Background: an optimization exercise with open tools, aiming at small area and a short achievable clock period. Do not read the settings as production practice. In this exercise RTL edits were held to simulation tests only and were not proved equivalent to the original.

## flow/design.v (module list and top-level ports; edited modules follow where they fit)
// module conv_mac: 3064 lines
// module conv_top: 188 lines
module conv_top (
    input  logic                 clk,
    input  logic                 rst_n,
    input  logic                 in_valid,
    input  logic [2-1:0][8-1:0] in_data,
    input  logic                 coef_wr,
    input  conv_pkg::chan_idx_t  coef_chan,
    input  conv_pkg::tap_idx_t   coef_addr,
    input  conv_pkg::coeff_t     coef_data,
    output logic                 out_valid,
    output logic [2-1:0][24-1:0] out_data
);
  // ...
==> flow/flow/run.sh <==
#!/bin/bash
# Standard layout, with one netlist clean-up between synthesis and floorplan:
# flow/polarity.py flips full-adder cells (a full adder fed complemented
# inputs gives complemented outputs) to drop the inverters synthesis leaves
# between them. Registers and every other cell are untouched.
set -euo pipefail
R=orfs/results/$FLOW_PLATFORM/conv_top/base
bash standard.sh synth > synth.log 2>&1
cp $R/1_2_yosys.v synth_netlist.v
python3 flow/polarity.py synth_netlist.v $R/1_2_yosys.v > polarity.log 2>&1
bash standard.sh finish > layout.log 2>&1
==> flow/flow/polarity.py <==
#!/usr/bin/env python3
"""Remove inverters around full adders in a Yosys gate netlist.

A full adder is self-dual: FA(~a,~b,~c) = (~sum, ~cout). Each fa cell may be
flipped (fed complemented inputs, so it yields complemented outputs); a local
search picks flips that minimise the inverters needed, then the netlist is
rewritten with one inverter per net whose complement some load needs.

usage: polarity.py IN.v OUT.v
"""
import re
import sys
import collections

FA = 'sky130_fd_sc_hd__fa_'
INV = ('sky130_fd_sc_hd__inv_', 'sky130_fd_sc_hd__clkinv_')
OUTPINS = {'X', 'Y', 'Q', 'Q_N', 'SUM', 'COUT', 'HI', 'LO'}

src = open(sys.argv[1]).read()
m = re.search(r'\bmodule\s+(\S+)\s*\(', src)
# split module body into statements; cells are "TYPE NAME ( .P(n), ... );"
cell_re = re.compile(r'^\s*(sky130_fd_sc_hd__\w+)\s+(\S+)\s*\((.*?)\);\s*$', re.S | re.M)
pin_re = re.compile(r'\.(\w+)\(\s*(.*?)\s*\)(?=\s*,|\s*$)', re.S)

cells = []
for mm in cell_re.finditer(src):
    ty, nm, body = mm.group(1), mm.group(2), mm.group(3)
    pins = [(p, ' '.join(n.split())) for p, n in pin_re.findall(body)]
    cells.append([ty, nm, pins, mm.start(), mm.end()])

drv = {}
for i, (ty, nm, pins, a, b) in enumerate(cells):
    for p, n in pins:
        if p in OUTPINS:
            drv[n] = (i, p)

# inverter outputs -> their input
invof = {}
for i, (ty, nm, pins, a, b) in enumerate(cells):
    if ty.startswith(INV):
        d = dict(pins)
        invof[d['Y']] = d['A']


def base(n):
    """(signal, parity) with inverters stripped"""
    par = 0
    while n in invof:
        n = invof[n]
        par ^= 1
    return n, par


isfa = [c[0].startswith(FA) for c in cells]
# loads: list of (cell index, pin, signal, parity); inverter cells are dropped
loads = []
for i, (ty, nm, pins, a, b) in enumerate(cells):
    if ty.startswith(INV):
        continue
    for p, n in pins:
        if p in OUTPINS:
            continue
        s, par = base(n)
        loads.append((i, p, s, par))
# nets that leave the module through ports or assigns keep their polarity
port_nets = set()
for mm in re.finditer(r'^\s*assign\s+(.*?)\s*=\s*(.*?);', src, re.M):
    port_nets.add(' '.join(mm.group(2).split()))
    port_nets.add(' '.join(mm.group(1).split()))

# signal driven by FA k has physical phase f[k]
sig_fa = {}
for s, (i, p) in drv.items():
    if isfa[i]:
        sig_fa[s] = i
f = [0] * len(cells)
by_sig = collections.defaultdict(list)  # signal -> [(load cell, needed parity)]
for (i, p, s, par) in loads:
    by_sig[s].append((i, par))
fa_in = collections.defaultdict(set)  # FA -> signals it reads
fa_out = collections.defaultdict(set)
for (i, p, s, par) in loads:
    if isfa[i]:
        fa_in[i].add(s)
for s, i in sig_fa.items():
    fa_out[i].add(s)
# an inverted signal that is ALSO used via an assign/port must exist uninverted


def phys(s):
    i = sig_fa.get(s)
    return f[i] if i is not None else 0


def need_inv(s):
    ph = phys(s)
    for (i, par) in by_sig[s]:
        want = par ^ (f[i] if isfa[i] else 0)
        if want != ph:
            return 1
    return 0


def need_pos(s):
    """some load (or a port) needs the uncomplemented physical value while it is complemented"""
    ph = phys(s)
    if ph == 0:
        return 0
    if s in port_nets:
        return 1
    for (i, par) in by_sig[s]:
        want = par ^ (f[i] if isfa[i] else 0)
        if want != ph:
            return 1
    return 0


def cost_of(sigs):
    return sum(need_inv(s) for s in sigs) + sum(1 for s in sigs if s in port_nets and phys(s))


def local(k):
    return set(fa_in[k]) | set(fa_out[k])


before = sum(need_inv(s) for s in by_sig)
fas = [i for i in range(len(cells)) if isfa[i]]
for it in range(20):
    changed = 0
    for k in fas:
        sigs = local(k)
        c0 = cost_of(sigs)
        f[k] ^= 1
        c1 = cost_of(sigs)
        if c1 < c0:
            changed += 1
        else:
            f[k] ^= 1
    if not changed:
        break
after = sum(need_inv(s) for s in by_sig) + sum(1 for s in port_nets if phys(s))
sys.stderr.write('inverters %d -> %d (flipped %d of %d fa)\n' % (
    len(invof), after, sum(f[k] for k in fas), len(fas)))

# rewrite: drop all inverters, reconnect loads, add one inverter per complemented net
newname = {}
extra = []
cnt = 0


def esc(n):
    return n + ' ' if n.startswith('\\') else n


def comp(s):
    global cnt
    if s not in newname:
        w = 'polinv_n%d' % cnt
        cnt += 1
        newname[s] = w
        extra.append('  wire %s;\n  sky130_fd_sc_hd__inv_1 polinv_%d (\n    .A(%s),\n    .Y(%s)\n  );\n' % (w, cnt, esc(s), w))
    return newname[s]


out = []
pos = 0
for i, (ty, nm, pins, a, b) in enumerate(cells):
    out.append(src[pos:a])
    pos = b
    if ty.startswith(INV):
        # keep inverters driving ports/assign nets unchanged
        y = dict(pins)['Y']
        if y in port_nets:
            s, par = base(y)
            if phys(s) ^ par:
                out.append('  assign %s = %s;\n' % (esc(y), esc(s)))
            else:
                out.append('  %s %s (\n    .A(%s),\n    .Y(%s)\n  );\n' % ('sky130_fd_sc_hd__inv_1', nm, esc(s), esc(y)))
        continue
    conns = []
    for p, n in pins:
        if p in OUTPINS:
            conns.append((p, n))
            continue
        s, par = base(n)
        want = par ^ (f[i] if isfa[i] else 0)
        conns.append((p, s if want == phys(s) else comp(s)))
    out.append('  %s %s (\n%s\n  );\n' % (ty, nm, ',\n'.join('    .%s(%s)' % (p, esc(n)) for p, n in conns)))
out.append(src[pos:])
res = ''.join(out)
# ports / assigns reading a complemented FA output
for s in port_nets:
    if phys(s) and s in sig_fa:
        raise SystemExit('port net %s complemented' % s)
k = res.rindex('endmodule')
res = res[:k] + ''.join(extra) + res[k:]
open(sys.argv[2], 'w').write(res)
==> flow/standard.sh <==
#!/bin/bash
# synth_recipe.tcl (not shown) runs the flow's synth.tcl, then flattens the netlist and writes it again
# the make line also repeats each setting of config.mk as NAME=value (left out here)
make -C /OpenROAD-flow-scripts/flow DESIGN_CONFIG=/design/flow/config.mk WORK_HOME=/design/flow/orfs CLKGATE_MAP_FILE= SYNTH_SCRIPT=/design/flow/synth_recipe.tcl "${@:-finish}"
==> flow/config.mk <==
export PLATFORM = sky130hd
export DESIGN_NAME = conv_top
export DESIGN_NICKNAME = conv_top
export VERILOG_FILES = /design/flow/design.v
export SDC_FILE = /design/flow/constraint.sdc
export NUM_CORES = 4
export LEC_CHECK = 0
export ABC_CLOCK_PERIOD_IN_PS = 3000
export CAP_MARGIN = 20
export CORE_MARGIN = 2
export CORE_UTILIZATION = 40
export SETUP_SLACK_MARGIN = 4.3
export SLEW_MARGIN = 20
export TNS_END_PERCENT = 100
==> flow/constraint.sdc <==
create_clock -name core_clock -period 7.5 [get_ports {clk}]
set_input_delay 1.5000 -clock core_clock [delete_from_list [all_inputs] [get_ports {clk}]]
set_output_delay 1.5000 -clock core_clock [all_outputs]
set_load 0.01 [all_outputs]
==> impl_metrics.env, run 1 <==
export IMPL_status="complete, no violations"
export IMPL_hold_slack_ps=324
export IMPL_largest_reg_flops=528
export IMPL_track_usage_pct=25.2
export IMPL_finalCoreUtilization_pct=45.9
export IMPL_hold_buffers=0
export IMPL_setup_ws_ps=4260
export IMPL_post_place_ws_ps=2880
export IMPL_crit_buf_inv=2
export IMPL_path_depth=7
export IMPL_reg2reg_to="g_ch[0].mac_i.r2_5_34"
export IMPL_fmax_mhz=309
export IMPL_numCtsBuffers=203
export IMPL_num_multi_input_gates=5038
export IMPL_setup_viol=0
export IMPL_regArea_um2=48100
export IMPL_slew_violations=0
export IMPL_regToRegStartpoint="sr[290]"
export IMPL_gp_congestion=1.04
export IMPL_wl_met3_um=48300
export IMPL_drc=0
export IMPL_syn_avg_cell_area_um2=13.1
export IMPL_netlist_instances=8043
export IMPL_cts_resized=171
export IMPL_synth_warnings=4
export IMPL_rsz0062_at_grt="yes"
export IMPL_n_all_inverters=651
export IMPL_n_clock_buffer=274
export IMPL_cts_sinks=1883
export IMPL_die_h_um=517
export IMPL_worst_pin_slew_ps=1160
export IMPL_cp_required_ps=8270
export IMPL_clock_cell_area_share_pct=5.65
==> run 2, diff against run 1 <==
--- a/flow/config.mk
+++ b/flow/config.mk
@@ -10,3 +10,5 @@
 export CORE_MARGIN = 2
-export CORE_UTILIZATION = 40
+export CORE_UTILIZATION = 60
+export CTS_CLUSTER_DIAMETER = 120
+export CTS_CLUSTER_SIZE = 24
 export SETUP_SLACK_MARGIN = 4.3
==> run 2 against run 1 <==
Critical path depth unchanged. Sequential share of layout area increased by 1.6 points. Synthesized area unchanged. Die area decreased by 33%.
==> impl_metrics.env, run 2 <==
export IMPL_regArea_um2=48100
export IMPL_cts_sinks=1883
export IMPL_slew_violations=0
export IMPL_period_minus_slack_ps=3290
export IMPL_die_h_um=422
export IMPL_grt_max_degree=184
export IMPL_io_pins=83
export IMPL_finalNetCount=9896
export IMPL_critPathKind="flip-flop to flip-flop"
export IMPL_largest_reg_flops=528
export IMPL_numCtsBuffers=90
export IMPL_skew_ps=40.1
export IMPL_dr_first_iter_drc_count=9177
export IMPL_cts_buffer_depth=3
export IMPL_synth_area_um2=105000
export IMPL_synth_warnings=4
export IMPL_worst_pin_slew_ps=1200
export IMPL_final_setup_tns_ps=0
export IMPL_finalCoreUtilization_pct=66.3
export IMPL_hold_class="flip-flop to flip-flop"
export IMPL_multiInputGateArea_um2=53400
export IMPL_final_cell_mix="1,519 x fa_1, 997 x nand2_1, 793 x edfxtp_1"
export IMPL_die_area_um2=178000
export IMPL_crit_path_max_fanout=9
export IMPL_clock_root_buffer="clkbuf_16"
export IMPL_io_buffers=82
export IMPL_drv_cap=0
export IMPL_setup_viol=0
export IMPL_drt_first_pass_iters=6
export IMPL_fillCellCount=12700
export IMPL_routed_via_density=6.17
export IMPL_arrival_ps=3890
export IMPL_rows=153
export IMPL_cts_tree="yes"
export IMPL_syn_num_nets=9754
export IMPL_final_common_cell="fa_1"
export IMPL_vias=65400
export IMPL_overflow=0
export IMPL_largestRegisters="sr x528, cur x192, oth x192"
export IMPL_period_share_pct=43.9
export IMPL_status="complete, no violations"
export IMPL_dpl_hpwl_um=258000
export IMPL_netlist_instances=8043
export IMPL_cp_required_ps=8100
export IMPL_rsz0062_at_grt="yes"
export IMPL_drt_wl_total_um=337000
export IMPL_syn_to_final_growth_pct=9.89
export IMPL_worstSetupStartpointType="flip-flop"
export IMPL_cts_clk_slew_worst_paths_ps=100
export IMPL_die_w_um=422
export IMPL_core_area_um2=174000
export IMPL_wire_per_inst_um=31.8
export IMPL_r2r_slack_ps=4210
export IMPL_max_slew_margin_pct=19.1
export IMPL_track_usage_pct=38.0
export IMPL_detail_route_antenna_nets=0
export IMPL_gp_congestion=1.08
export IMPL_drc=0
export IMPL_grt_pass1_wl_um=475000
export IMPL_top_register="sr"
export IMPL_cts_htree_levels=3
export IMPL_start_util_pct=60.4
export IMPL_syn_avg_cell_area_um2=13.1
export IMPL_fmax_mhz=304
export IMPL_clock_latency_ps=760
export IMPL_timing_hold_violations_final=0
export IMPL_grt_pass1_vias=65300
export IMPL_end_kind="flip-flop"
export IMPL_drive_above_1_share_pct=13.5
export IMPL_grt_antenna_before_repair=34
run 2: cell types whose count changed in the layout (fill, tap and decap cells not counted), sizes merged, moves of 8 or more:
cell	before	now
diode	18	5
bufinv	19	0
buf	360	434
dlygate4sd2	49	13
clkbuf	277	158
inv	666	655
clkinv	47	1
clkinvlp	8	0
clkdlybuf4s50	32	68
run 2: cell type report:
class / instances / share of cell area (%)
diodes: 5 / 0.0108
clock buffers: 156 / 2.26
clock inverters: 5 / 0.0672
inverters: 651 / 2.12
multi-input cells: 5041 / 46.2
flip-flops and latches: 1883 / 41.7
well taps: 2325 / 2.52
repair buffers: 518 / 5.13
run 2: repair_timing:
item,CTS,global route
setup endpoints to repair,817,691
cloned,5,1
setup buffers,302,93
gates resized for setup,180,202
hold buffers,0,0
pin swaps,14,61
run 2: through the flow:
step,cells,area [um2],setup slack (ps),hold slack [ps]
4_1_cts,10500,114000,4280,334
3_3_place_gp,10000,107000,3600,312
6_report,10600,115000,4210,334
3_5_place_dp,10000,107000,3460,312
5_1_grt,10600,115000,4250,338
2_1_floorplan,8043,105000,1230,310
run 2: worst paths after layout:
| kind | end | depth (start not counted) | start |
|---|---|---|---|
| max in group asynchronous | cur[162] | 2 | rst_n |
| worst max register to register | g_ch[1].mac_i.r2_7_66 | 7 | cur[115] |
| min in group asynchronous | oth[98] | 1 | rst_n |
| worst max-delay path | g_ch[1].mac_i.r2_7_66 | 7 | cur[115] |
| worst min register to register | g_ch[1].mac_i.r4_0_0 | 0 | g_ch[1].mac_i.r3_0_0 |
| worst min-delay path | g_ch[1].mac_i.r4_0_0 | 0 | g_ch[1].mac_i.r3_0_0 |
run 2: metal layers:
metal	vias to the layer above	track usage [%]	routed length, um
met4	26	7.09	7140
met5	-	0.565	303
met1	34200	57.3	140000
met2	4318	47.5	127000
li1	26300	-	-
met3	509	22.1	62200
run 2: critical path: stages (launching register included):
cell and delay [ps]:
dfrtp_4 600, and2_1 210, fa_1 490, inv_1 140, fa_1 510, fa_1 480, inv_1 210, fa_1 480
==> run 3, diff against run 2 <==
--- a/flow/config.mk
+++ b/flow/config.mk
@@ -13,3 +13,3 @@
 export CTS_CLUSTER_SIZE = 24
-export SETUP_SLACK_MARGIN = 4.3
+export SETUP_SLACK_MARGIN = 4.5
 export SLEW_MARGIN = 20
==> run 3 against run 2 <==
Utilization grew 2.1 points. Die area unchanged. Design area increased by 3.2%. Still clean on timing, DRC and antenna. Critical endpoint is now g_ch[1].mac_i.r2_10_125.
==> impl_metrics.env, run 3 <==
export IMPL_die_h_um=422
export IMPL_detail_route_antenna_nets=0
export IMPL_dpl_hpwl_um=258000
export IMPL_hold_class="flip-flop to flip-flop"
export IMPL_cts_tree="yes"
export IMPL_grt_pass1_vias=66800
export IMPL_setup_ws_ps=4290
export IMPL_fmax_mhz=311
export IMPL_drive_above_1_share_pct=22.8
export IMPL_crit_path_max_fanout=5
export IMPL_period_minus_slack_ps=3210
export IMPL_rsz0062_at_grt="yes"
export IMPL_die_area_um2=178000
export IMPL_fillCellCount=12400
export IMPL_timing_hold_violations_final=0
export IMPL_syn_to_final_growth_pct=13.4
export IMPL_io_buffers=82
export IMPL_track_usage_pct=38.6
export IMPL_largestRegisters="sr x528, cur x192, oth x192"
export IMPL_worst_pin_slew_ps=1000
export IMPL_crit_end="g_ch[1].mac_i.r2_10_125"
export IMPL_final_common_cell="fa_1"
export IMPL_critPathKind="flip-flop to flip-flop"
export IMPL_synth_warnings=4
export IMPL_r2r_slack_ps=4290
export IMPL_slew_violations=0
export IMPL_cp_required_ps=8090
export IMPL_postPlaceCellArea_um2=107000
export IMPL_wire_per_inst_um=31.7
export IMPL_post_place_ws_ps=3460
export IMPL_clock_root_buffer="clkbuf_16"
export IMPL_final_setup_tns_ps=0
export IMPL_numCtsBuffers=90
export IMPL_io_pins=83
export IMPL_setup_viol=0
export IMPL_multiInputGateArea_um2=54500
export IMPL_syn_avg_cell_area_um2=13.1
export IMPL_period_share_pct=42.9
export IMPL_design_area_um2=119000
export IMPL_largest_reg_flops=528
export IMPL_clock_latency_ps=760
export IMPL_routed_via_density=6.18
export IMPL_die_w_um=422
export IMPL_dr_first_iter_drc_count=9107
export IMPL_drv_cap=0
export IMPL_regToRegStartpoint="cur[117]"
export IMPL_end_kind="flip-flop"
export IMPL_grt_antenna_before_repair=31
export IMPL_vias=66900
export IMPL_gp_congestion=1.08
export IMPL_status="complete, no violations"
export IMPL_dp_cells=10000
export IMPL_finalNetCount=10100
export IMPL_overflow=0
export IMPL_cts_sinks=1883
export IMPL_fin_cells=10800
export IMPL_arrival_ps=3810
export IMPL_grt_pass1_wl_um=483000
export IMPL_crit_slowest_cell="fa_2"
export IMPL_critPathLaunch="cur[117]"
export IMPL_netlist_instances=8043
export IMPL_drt_wl_total_um=343000
export IMPL_reg2reg_to="g_ch[1].mac_i.r2_10_125"
export IMPL_max_stage_delay_ps=730
export IMPL_synth_area_um2=105000
export IMPL_ff2ff_path_depth=7
export IMPL_cts_buffer_depth=3
export IMPL_core_area_um2=174000
export IMPL_drc=0
export IMPL_crit_chain="buf_12 > buf_6 > and2_4 > fa_2 > fa_1 > fa_2 > fa_1"
export IMPL_cts_clk_slew_worst_paths_ps=100
export IMPL_top_register="sr"
export IMPL_max_slew_margin_pct=33.3
export IMPL_syn_num_nets=9754
export IMPL_skew_ps=47.4
export IMPL_regArea_um2=48200
export IMPL_grt_max_degree=184
export IMPL_worstSetupStartpointType="flip-flop"
export IMPL_start_util_pct=60.4
export IMPL_final_cell_mix="1,162 x fa_1, 980 x nand2_1, 793 x edfxtp_1"
export IMPL_cts_htree_levels=3
export IMPL_drt_first_pass_iters=6
export IMPL_rows=153
-- run 3: per-layer routing --
metal  wire (um)  GRT usage (%)  part of all wire, %  vias up
li1            -              -                    -    26800
met1      141000           57.7                   41    35000
met2      130000           48.5                   38     4528
met3       62900           22.0                   18      578
met4        8860           8.86                  2.6       16
met5         416          0.565                 0.12        -
-- run 3: how the worst min path moves through the flow --
stage,cells past startpoint,endpoint,from,slack (ps)
floorplan,0,g_ch[0].mac_i.r3_0_0,g_ch[0].mac_i.r2_0_0,310
global placement,0,lat[4],lat[3],310
detailed placement,0,g_ch[1].mac_i.r3_2_3,g_ch[1].mac_i.r2_2_6,310
CTS,0,g_ch[1].mac_i.r4_0_0,g_ch[1].mac_i.r3_0_0,330
global route,0,g_ch[0].mac_i.r4_0_1,g_ch[0].xr[0],340
finish,0,g_ch[1].mac_i.r4_0_0,g_ch[1].mac_i.r3_0_0,330
-- run 3: repair_timing --
item | in CTS | in global routing
endpoints found under the hold margin | 0 | 0
buffers inserted | 530 | 95
gates cloned | 6 | 2
hold buffers | 0 | 0
setup endpoints to repair | 1040 | 735
resized for setup | 718 | 418
pin swaps | 224 | 306
-- run 3: critical path: cells and delay by family (launching register included) --
kind	cells	cell delay, ps
buffers and inverters	2	270
DFF	1	550
and+or+nand+nor	1	150
adders and majority gates	4	2090
-- run 3: stage by stage --
stage	util, %	hold WS (ps)
2_1_floorplan	-	310
3_3_place_gp	61.7	312
3_5_place_dp	61.7	312
4_1_cts	67.4	334
5_1_grt	68.5	338
6_report	68.5	334
-- run 3: final cells by class --
type	instances	share of cell area [%]
Clock buffer	156	2.19
Timing Repair Buffer	750	7.00
Antenna cell	9	0.0189
Clock inverter	5	0.0651
Multi-Input combinational cell	5041	45.8
Tap cell	2325	2.44
Inverter	651	2.10
Sequential cell	1883	40.4
==> run 4, diff against run 3 <==
--- a/flow/config.mk
+++ b/flow/config.mk
@@ -8,9 +8,9 @@
 export ABC_CLOCK_PERIOD_IN_PS = 3000
-export CAP_MARGIN = 20
+export CAP_MARGIN = 10
 export CORE_MARGIN = 2
-export CORE_UTILIZATION = 60
+export CORE_UTILIZATION = 70
 export CTS_CLUSTER_DIAMETER = 120
 export CTS_CLUSTER_SIZE = 24
-export SETUP_SLACK_MARGIN = 4.5
-export SLEW_MARGIN = 20
+export SETUP_SLACK_MARGIN = 4.3
+export SLEW_MARGIN = 10
 export TNS_END_PERCENT = 100
==> run 4 against run 3 <==
Still clean on timing, DRC and antenna. Worst hold slack improved by 2.9 ps. Utilization rose by 8.7 points. Clock skew decreased by 13 ps. Global-route usage rose by 7.5 points. Flip-flop and latch count is the same. First-iteration DRC count increased by 13%. Synthesized cell count is the same. Clock-buffer cell count fell by 5. Sequential share of layout area is 1.3 points higher. Non-clock buffer count fell by 196.
==> impl_metrics.env, run 4 <==
export IMPL_status="complete, no violations"
export IMPL_r2r_slack_ps=4130
export IMPL_start_util_pct=70.3
export IMPL_netlist_instances=8043
export IMPL_numCtsBuffers=90
export IMPL_dpl_hpwl_um=255000
export IMPL_drc=0
export IMPL_worst_pin_slew_ps=1260
export IMPL_syn_avg_cell_area_um2=13.1
export IMPL_final_setup_tns_ps=0
export IMPL_multiInputGateArea_um2=53400
export IMPL_cts_buffer_depth=3
export IMPL_io_buffers=82
export IMPL_dr_first_iter_drc_count=10300
export IMPL_arrival_ps=3970
export IMPL_die_w_um=391
export IMPL_skew_ps=34.3
export IMPL_timing_hold_violations_final=0
export IMPL_cp_required_ps=8100
export IMPL_cts_clk_slew_worst_paths_ps=100
export IMPL_worstSetupStartpointType="flip-flop"
export IMPL_overflow=0
export IMPL_routed_via_density=6.66
export IMPL_wire_per_inst_um=34.4
export IMPL_finalNetCount=9929
export IMPL_gp_congestion=1.11
export IMPL_period_share_pct=45.0
export IMPL_largestRegisters="sr x528, cur x192, oth x192"
export IMPL_synth_area_um2=105000
export IMPL_drive_above_1_share_pct=13.7
export IMPL_clock_root_buffer="clkbuf_16"
export IMPL_fillCellCount=8660
export IMPL_drt_wl_total_um=355000
export IMPL_cts_sinks=1883
export IMPL_end_kind="flip-flop"
export IMPL_crit_slowest_cell="fa_2"
export IMPL_clock_latency_ps=760
export IMPL_syn_to_final_growth_pct=9.78
export IMPL_grt_pass1_vias=69600
export IMPL_drt_first_pass_iters=10
export IMPL_critPathKind="flip-flop to flip-flop"
export IMPL_rows=142
export IMPL_rsz0062_at_grt="yes"
export IMPL_detail_route_antenna_nets=0
export IMPL_hold_buffers=0
export IMPL_setup_viol=0
export IMPL_period_minus_slack_ps=3370
export IMPL_critPathMostFrequentCell="fa_2"
export IMPL_cts_tree="yes"
export IMPL_hold_class="flip-flop to flip-flop"
export IMPL_crit_path_max_fanout=3
export IMPL_top_register="sr"
export IMPL_fmax_mhz=297
export IMPL_die_h_um=391
export IMPL_io_pins=83
export IMPL_crit_chain="buf_6 > buf_6 > and2_4 > fa_2 > inv_2 > fa_2 > fa_2 > inv_2 > fa_1"
export IMPL_grt_max_degree=194
export IMPL_hold_slack_ps=337
export IMPL_track_usage_pct=46.2
export IMPL_die_area_um2=153000
export IMPL_largest_reg_flops=528
export IMPL_cts_htree_levels=3
export IMPL_grt_pass1_wl_um=491000
export IMPL_grt_antenna_before_repair=36
export IMPL_synth_warnings=4
export IMPL_drv_cap=0
export IMPL_core_area_um2=149000
export IMPL_final_common_cell="fa_1"
export IMPL_slew_violations=0
export IMPL_regArea_um2=48100
export IMPL_syn_num_nets=9754
export IMPL_final_cell_mix="1,529 x fa_1, 994 x nand2_1, 793 x edfxtp_1"
export IMPL_max_slew_margin_pct=15.1
export IMPL_vias=68700
export IMPL_max_stage_delay_ps=680
run 4: changes by cell type in the layout (fill, tap and decap cells not counted), sizes merged:
cell and change:
and2 -2, buf -196, clkbuf -5, clkdlybuf4s50 +46, clkinvlp -5, diode +13, dlygate4sd2 -46, inv +7
nand2 -1
run 4: final cells by class:
cell class                      count  share of cell area, %
Multi-Input combinational cell   5038                   46.3
Tap cell                         2016                   2.19
Antenna cell                       22                 0.0477
Clock inverter                      7                 0.0749
Timing Repair Buffer              554                   5.40
Clock buffer                      151                   2.21
Inverter                          651                   2.12
Sequential cell                  1883                   41.7
run 4: through the flow:
| step | setup WS (ps) | utilization (%) | area (um2) | cells |
|---|---|---|---|---|
| after detailed placement | 3120 | 71.6 | 107000 | 9707 |
| final | 4130 | 77.2 | 115000 | 10300 |
| after CTS | 4300 | 75.9 | 113000 | 10200 |
| after floorplan | 1230 | - | 105000 | 8043 |
| after global placement | 3280 | 71.6 | 107000 | 9707 |
| after global routing | 4140 | 77.2 | 115000 | 10300 |
run 4: final timing paths:
kind / start / end / cells past startpoint
setup / recovery: sr[128] / g_ch[0].mac_i.r2_7_66 / 9
max in group asynchronous: rst_n / vld[3] / 2
setup reg to reg: sr[128] / g_ch[0].mac_i.r2_7_66 / 9
hold / removal: g_ch[0].xr[0] / g_ch[0].mac_i.r4_0_1 / 0
min in group asynchronous: rst_n / oth[107] / 1
hold reg to reg: g_ch[0].xr[0] / g_ch[0].mac_i.r4_0_1 / 0
run 4: what timing repair did:
action,4_1_cts,5_1_grt
gates resized for setup,152,207
endpoints found under the setup margin,664,476
cloned,2,4
buffers inserted,307,122
pin swaps,3,46
run 4: worst max-delay path: cells and delay by family (launching register included):
kind	cells	cell delay (ps)
flops	1	520
fa+ha+maj	4	2170
buf+inv	4	380
simple gates	1	150
run 4: per-layer routing:
layer  global-route usage (%)  share of wire (%)
met2                     61.3                 41
met1                     63.1                 35
met5                     1.40               0.33
met4                     11.7                3.4
met3                     29.9                 20

## port drivers added, routing unchanged
Ports are ideal in the flow. The routed layouts listed here were re-timed in OpenROAD. Step 1 sets driving cells, clkbuf_16 on the clock port and buf_2 on the other inputs (assumed; they add their load-dependent delay and slew). Step 2 moves the port delays by t, midway between the first and last clock arrival at a register: inputs arrive t later, outputs are due t later. That takes back most of the time a late clock gives input paths. Three values: no drivers, after step 1, after step 2; two values: the first two.
run	shift t [ns]	setup WS [ns]	worst slew at a driven data input, ns	cell pins on the clock port's net
run 1	0.964	4.264 / 4.264 / 4.174	0.07	1
run 2	0.831	4.210 / 4.210 / 4.210	0.05	1
run 3	0.836	4.286 / 4.286 / 4.286	0.05	1
run 4	0.823	4.129 / 4.129 / 4.129	0.06	1
After both steps every run listed still meets setup and hold. The setup slack of run 1, which loses most, moves by 0.000 ns with the drivers and by -0.090 ns with both steps. The worst setup slack also covers recovery checks on asynchronous resets.
